What follows belongs to an exercise in optimizing a design on an open flow for small area and a short achievable clock period; a production flow would make more cautious choices. The RTL was checked by simulation tests, not by an equivalence proof against the original design.

==> flow/design.v <==
module mdu (
   input  logic        clk,
   input  logic        rst_n,
   input  logic        start,
   input  logic [3:0]  opMDU,
   input  logic [31:0] SrcA,
   input  logic [31:0] SrcB,
   output logic        busy,
   output logic        stall_req,
   output logic [31:0] HI,
   output logic [31:0] LO
);
   localparam logic [3:0] OP_MULT  = 4'b0001;
   localparam logic [3:0] OP_MULTU = 4'b0010;
   localparam logic [3:0] OP_DIV   = 4'b0011;
   localparam logic [3:0] OP_DIVU  = 4'b0100;
   localparam logic [3:0] OP_MTHI  = 4'b0101;
   localparam logic [3:0] OP_MTLO  = 4'b0110;
   localparam logic [3:0] MULT_CYC = 4'd5;
   localparam logic [3:0] DIV_CYC  = 4'd10;
   typedef enum logic {
      S_IDLE = 1'b0,
      S_BUSY = 1'b1
   } state_t;
   state_t      r_state;
   state_t      w_stateNext;
   logic [3:0]  r_cnt;
   logic [31:0] r_hi;
   logic [31:0] r_lo;
   logic [31:0] r_pendHi;
   logic [31:0] r_pendLo;
   logic        r_pendWr;
   logic        w_isMult;
   logic        w_isMultu;
   logic        w_isDiv;
   logic        w_isDivu;
   logic        w_isMul;
   logic        w_isMulDiv;
   logic        w_accept;
   logic        w_done;
   logic        w_idle;
   logic [63:0] w_opA64;
   logic [63:0] w_opB64;
   logic [63:0] w_prod;
   logic        w_negA;
   logic        w_negB;
   logic [31:0] w_magA;
   logic [31:0] w_magB;
   logic        w_divZero;
   logic [31:0] w_divisor;
   logic [31:0] w_quoMag;
   logic [31:0] w_remMag;
   logic [31:0] w_quo;
   logic [31:0] w_rem;
   logic [31:0] w_resHi;
   logic [31:0] w_resLo;
   logic        w_resWr;
   assign w_isMult   = (opMDU == OP_MULT);
   assign w_isMultu  = (opMDU == OP_MULTU);
   assign w_isDiv    = (opMDU == OP_DIV);
   assign w_isDivu   = (opMDU == OP_DIVU);
   assign w_isMul    = w_isMult | w_isMultu;
   assign w_isMulDiv = w_isMul | w_isDiv | w_isDivu;
   assign w_idle     = (r_state == S_IDLE);
   assign w_opA64 = w_isMult ? {{32{SrcA[31]}}, SrcA} : {32'd0, SrcA};
   assign w_opB64 = w_isMult ? {{32{SrcB[31]}}, SrcB} : {32'd0, SrcB};
   assign w_prod  = w_opA64 * w_opB64;
   assign w_negA    = w_isDiv & SrcA[31];
   assign w_negB    = w_isDiv & SrcB[31];
   assign w_magA    = w_negA ? (~SrcA + 32'd1) : SrcA;
   assign w_magB    = w_negB ? (~SrcB + 32'd1) : SrcB;
   assign w_divZero = (SrcB == 32'd0);
   assign w_divisor = w_divZero ? 32'd1 : w_magB;
   assign w_quoMag  = w_magA / w_divisor;
   assign w_remMag  = w_magA % w_divisor;
   assign w_quo     = (w_negA ^ w_negB) ? (~w_quoMag + 32'd1) : w_quoMag;
   assign w_rem     = w_negA ? (~w_remMag + 32'd1) : w_remMag;
   assign w_resHi = w_isMul ? w_prod[63:32] : w_rem;
   assign w_resLo = w_isMul ? w_prod[31:0]  : w_quo;
   assign w_resWr = w_isMul | ~w_divZero;
   always_comb begin
      w_stateNext = r_state;
      w_accept    = 1'b0;
      w_done      = 1'b0;
      case (r_state)
         S_IDLE: begin
            if (start && w_isMulDiv) begin
               w_accept    = 1'b1;
               w_stateNext = S_BUSY;
            end
         end
         S_BUSY: begin
            if (r_cnt == 4'd1) begin
               w_done      = 1'b1;
               w_stateNext = S_IDLE;
            end
         end
         default: w_stateNext = S_IDLE;
      endcase
   end
   always_ff @(posedge clk or negedge rst_n) begin
      if (!rst_n) begin
         r_state <= S_IDLE;
      end else begin
         r_state <= w_stateNext;
      end
   end
   always_ff @(posedge clk or negedge rst_n) begin
      if (!rst_n) begin
         r_cnt    <= 4'd0;
         r_pendHi <= 32'd0;
         r_pendLo <= 32'd0;
         r_pendWr <= 1'b0;
      end else if (w_accept) begin
         r_cnt    <= w_isMul ? MULT_CYC : DIV_CYC;
         r_pendHi <= w_resHi;
         r_pendLo <= w_resLo;
         r_pendWr <= w_resWr;
      end else if (r_state == S_BUSY) begin
         r_cnt <= r_cnt - 4'd1;
      end
   end
   always_ff @(posedge clk or negedge rst_n) begin
      if (!rst_n) begin
         r_hi <= 32'd0;
         r_lo <= 32'd0;
      end else if (w_done) begin
         if (r_pendWr) begin
            r_hi <= r_pendHi;
            r_lo <= r_pendLo;
         end
      end else if (w_idle && start) begin
         if (opMDU == OP_MTHI) begin
            r_hi <= SrcA;
         end
         if (opMDU == OP_MTLO) begin
            r_lo <= SrcA;
         end
      end
   end
   assign busy      = (r_state == S_BUSY);
   assign stall_req = busy | (start & w_isMulDiv);
   assign HI        = r_hi;
   assign LO        = r_lo;
endmodule
==> flow/run.sh <==
#!/bin/bash
# synth_recipe.tcl (not shown) runs the flow's synth.tcl, then flattens the netlist and writes it again
# the make line also repeats each setting of config.mk as NAME=value (left out here)
make -C /OpenROAD-flow-scripts/flow DESIGN_CONFIG=/design/flow/config.mk WORK_HOME=/design/flow/orfs CLKGATE_MAP_FILE= SYNTH_SCRIPT=/design/flow/synth_recipe.tcl finish
==> flow/config.mk <==
export PLATFORM = sky130hd
export DESIGN_NAME = mdu
export DESIGN_NICKNAME = mdu
export VERILOG_FILES = /design/flow/design.v
export SDC_FILE = /design/flow/constraint.sdc
export NUM_CORES = 4
export LEC_CHECK = 0
export CAP_MARGIN = 20
export CORE_MARGIN = 2
export CORE_UTILIZATION = 40
export SLEW_MARGIN = 20
==> flow/constraint.sdc <==
create_clock -name core_clock -period 105.0 [get_ports {clk}]
set_input_delay 21.0000 -clock core_clock [delete_from_list [all_inputs] [get_ports {clk}]]
set_output_delay 21.0000 -clock core_clock [all_outputs]
set_load 0.01 [all_outputs]
==> results.py <==
metrics = {
    "logic_synthesis": {
        "synth_cell_type_count": 119,
        "syn-num-nets": 13300,
        "dominantRegCellSynth": "sky130_fd_sc_hd__dfrtp_1",
        "post_synth.cell_area_avg_um2": 8.02,
        "post_synth_instance_area_um2": 87600,
        "synth_edf_count": 0,
        "postSynthRegisterBits": 134,
        "ys_warn_count": 1,
        "gate_count_of_the_mapped_netlist": 10900,
        "synth_async_sr_flop_share_pct": 100,
        "seq_area_frac_synth_pct": 3.83,
    },
    "clock_network": {
        "clock_sink_count": 134,
        "cts_tree": "done",
        "h-tree-depth": 4,
        "number_of_buffers_created_by_cts": 17,
        "cts_max_path_buffers": 2,
        "clk_latency_ns": 0.50,
        "hold_bufs_inserted_after_cts": 0,
        "path_clk_slew_ns": 0.07,
        "root_buffer": "sky130_fd_sc_hd__clkbuf_16",
    },
    "timing": {
        "timing.slew.headroom_pct": 19.3,
        "final_critical_path_setup_slack_ns": 3.46,
        "final.period_utilization_pct": 96.7,
        "worst_clock_skew_ns": 0.0163,
        "rsz0062_at_grt": "no",
        "worst_slew_pin_slew_ns": 1.21,
        "hold_viol": 0,
        "max_fclk_mhz": 9.85,
        "report.final.slew_viol_count": 0,
        "period_minus_slack_ns": 101.54,
        "timing.final.setup_violations": 0,
    },
    "route": {
        "routedWlPerCell_um": 28.5,
        "avgViaCountPerCell": 5.83,
        "drt.antenna.violating_nets": 0,
        "drtPass1Iterations": 6,
        "detailroute.via_count": 88600,
        "detail_route.wirelength_um": 433000,
        "drcViolationCount": 0,
        "dr.first_iter.drc_count": 8703,
    },
    "final_layout": {
        "nNetsFinal": 14700,
        "fill_cells": 21500,
        "synthToLayoutAreaGrowth_pct": 19.8,
        "final_core_utilization_pct": 48.3,
        "layout_commonest_cell": "sky130_fd_sc_hd__buf_4",
        "drive_above_1_share_pct": 17.5,
        "most-common-layout-cells": "1,704 x sky130_fd_sc_hd__buf_4, 1,543 x sky130_fd_sc_hd__inv_1, 1,441 x sky130_fd_sc_hd__fa_1",
    },
    "worst_hold_path": {
        "hold_path_start": "r_lo[6]",
        "hold_path.class": "flip-flop to flip-flop",
    },
    "floorplan": {
        "die-width_um": 472,
        "dieArea_um2": 223000,
        "placement_rows": 171,
        "core_area_um2": 217000,
        "top_level_ports": 137,
        "dieHeight_um": 472,
        "initial_utilization_pct": 40.3,
    },
    "global_routing": {
        "grt_start_max_net_pins": 86,
        "grt_antenna_before_repair": 33,
        "grt_overflow": 0,
        "grt_pass1_vias": 90800,
        "global_route.usage.total_pct": 38.5,
        "first_pass_grt_wire_length_um": 628000,
    },
    "worst_setup_path": {
        "critPathMaxFanout": 21,
        "worstPathArrival_ns": 101.92,
        "setup.worst_path.end_class": "flip-flop",
        "critical-path-slowest-cell": "sky130_fd_sc_hd__a221oi_1",
        "cpLargestDelayFamily": "compound AO/OA/AOI/OAI gates",
        "worst_r2r_startpoint": "r_state",
        "timing.critical_path.slowest_cell_delay_ns": 0.76,
        "cp_num_buf_inv": 49,
        "worst-endpoint-required_ns": 105.38,
        "setup.worst_path.class": "input pin to flip-flop",
        "critical_path.startpoint": "SrcB[1]",
        "setup.worst_path.start_class": "input pin",
        "path_common_cell": "sky130_fd_sc_hd__buf_4",
    },
    "placement": {
        "dpl.hpwl_um": 362000,
        "gp_congestion": 1.06,
        "dpl_worst_slack_ns": -3.41,
        "port-buffer-count": 136,
    },
    "job": {
        "timing.max_cap.violations": 0,
    },
    "outcome": {
        "status": "no timing/DRC/antenna violations",
    },
}
==> layout make-up <==
| class | instances | area [µm²] | area share, % |
|---|---|---|---|
| multi-input combinational | 8758 | 77400 | 73.8 |
| timing repair buffer | 1855 | 14100 | 13.5 |
| inverter | 1550 | 5820 | 5.54 |
| tap | 2854 | 3570 | 3.40 |
| sequential | 134 | 3350 | 3.19 |
| clock buffer | 17 | 425 | 0.405 |
| clock inverter | 15 | 210 | 0.200 |
| antenna | 17 | 42.5 | 0.0405 |
==> worst reg2reg max path, cell delays in order (launching register included) <==
cell                      delay (ns)
sky130_fd_sc_hd__dfrtp_1        0.61
sky130_fd_sc_hd__inv_1          0.25
sky130_fd_sc_hd__nor4b_2        0.31
sky130_fd_sc_hd__buf_4          0.51
sky130_fd_sc_hd__a21oi_1        0.15
sky130_fd_sc_hd__nor2_4         0.13
sky130_fd_sc_hd__buf_4          0.63
sky130_fd_sc_hd__nor2_1         0.16
sky130_fd_sc_hd__a21oi_1        0.14
==> path summary, 6_finish.rpt <==
kind / to / slack, ns / depth (start not counted)
worst max-delay path: r_pendLo[26] / 3.46 / 348
worst min-delay path: r_lo[6] / 0.48 / 2
worst max register to register: r_hi[30] / 102.03 / 8
worst min register to register: r_lo[6] / 0.48 / 2
max in group asynchronous: r_hi[25] / 82.97 / 2
min in group asynchronous: r_lo[6] / 20.57 / 1
==> sequential cells by signal, indices dropped and copies added (netlist names) <==
register and cells:
r_cnt 4, r_pendHi 32, r_lo 32, r_hi 32
r_pendWr 1, r_state 1, r_pendLo 32
==> logic make-up after synthesis <==
logic type	count (synthesis)	share of synthesized area [%]
xor gates and xnor gates	601	6.03
and+or+nand+nor	3555	19.0
AOI/OAI and AO/OA	2263	16.7
adders and majority gates	2271	44.8
buffers and inverters	2035	8.83
muxes	68	0.834
DFF	134	3.83
==> cells in the mapped netlist (48+ instances only) <==
master | instances | share of area (%)
sky130_fd_sc_hd__and3_1 | 53 | 0.38
sky130_fd_sc_hd__ha_1 | 829 | 12
sky130_fd_sc_hd__inv_1 | 1545 | 6.6
sky130_fd_sc_hd__a21o_1 | 156 | 1.3
sky130_fd_sc_hd__a31oi_1 | 108 | 0.77
sky130_fd_sc_hd__clkbuf_1 | 339 | 1.5
sky130_fd_sc_hd__nand3_1 | 175 | 1.0
sky130_fd_sc_hd__o21a_1 | 134 | 1.1
sky130_fd_sc_hd__fa_1 | 1442 | 33
sky130_fd_sc_hd__nor3_1 | 182 | 1.0
sky130_fd_sc_hd__dfrtp_1 | 134 | 3.8
sky130_fd_sc_hd__o21ai_0 | 445 | 2.5
sky130_fd_sc_hd__o31ai_1 | 51 | 0.44
sky130_fd_sc_hd__and2_1 | 386 | 2.8
sky130_fd_sc_hd__nor4_1 | 48 | 0.34
sky130_fd_sc_hd__nor2_1 | 782 | 3.4
sky130_fd_sc_hd__nor2b_1 | 91 | 0.65
sky130_fd_sc_hd__nand2b_1 | 64 | 0.46
sky130_fd_sc_hd__o211ai_1 | 72 | 0.62
sky130_fd_sc_hd__or2_2 | 48 | 0.34
sky130_fd_sc_hd__o21bai_1 | 58 | 0.50
sky130_fd_sc_hd__xor2_1 | 215 | 2.1
sky130_fd_sc_hd__a21oi_1 | 711 | 4.1
sky130_fd_sc_hd__a211oi_1 | 76 | 0.65
sky130_fd_sc_hd__nand2_1 | 1438 | 6.2
sky130_fd_sc_hd__nand4_1 | 75 | 0.54
sky130_fd_sc_hd__buf_1 | 96 | 0.41
sky130_fd_sc_hd__or3_1 | 66 | 0.47
sky130_fd_sc_hd__xnor2_1 | 384 | 3.8
==> metal layers <==
metal	vias to the layer above	part of all wire, %	global-route usage, %
met5	-	0.0088	0
met4	6	8.0	25.3
met3	1130	7.7	6.16
met2	4187	45	61.8
met1	44400	39	48.0
li1	38900	-	-
==> per-stage QoR <==
step	hold slack (ns)	cell area [µm²]	setup TNS (ns)	cells
4_1_cts	0.485	104000	0	15200
2_1_floorplan	0.439	87600	0	10900
3_3_place_gp	0.463	104000	-137.67	15100
5_1_grt	0.498	105000	0	15200
3_5_place_dp	0.471	104000	-163.07	15100
6_report	0.483	105000	0	15200
==> timing repair <==
item                                    in CTS  in global routing
buffers inserted                             0                 14
resized for setup                           21                118
pin swaps                                    0                 12
hold endpoints to repair                     0                  0
endpoints found under the setup margin      64                 64

## what the ideal ports hide
Ports are ideal in the flow. The routed layout listed here was re-timed in OpenROAD.
Step 1 (the two cells are an assumption about what drives the block):
set clk [get_ports {clk}]
set_driving_cell -lib_cell sky130_fd_sc_hd__clkbuf_16 $clk
set_driving_cell -lib_cell sky130_fd_sc_hd__buf_2 [delete_from_list [all_inputs] $clk]
Step 2 times the ports against the registers' clock, not the clock port: input delays grow and output delays shrink by t, the midpoint of the rising clock arrivals with the driver on.
Slacks: ideal ports / drivers / drivers and shift; pairs: ideal ports / drivers.
t (ns): 0.571
setup slack, ns: 3.464 / 3.519 / 2.948
worst hold slack (ns): 0.483 / 0.483 / 0.483
worst setup path at the end: input to register
worst data-port slew with drivers (ns): 0.33
After both steps setup and hold are still met in this run. The setup slack of this run moves by +0.055 ns with the drivers and by -0.516 ns with both steps.
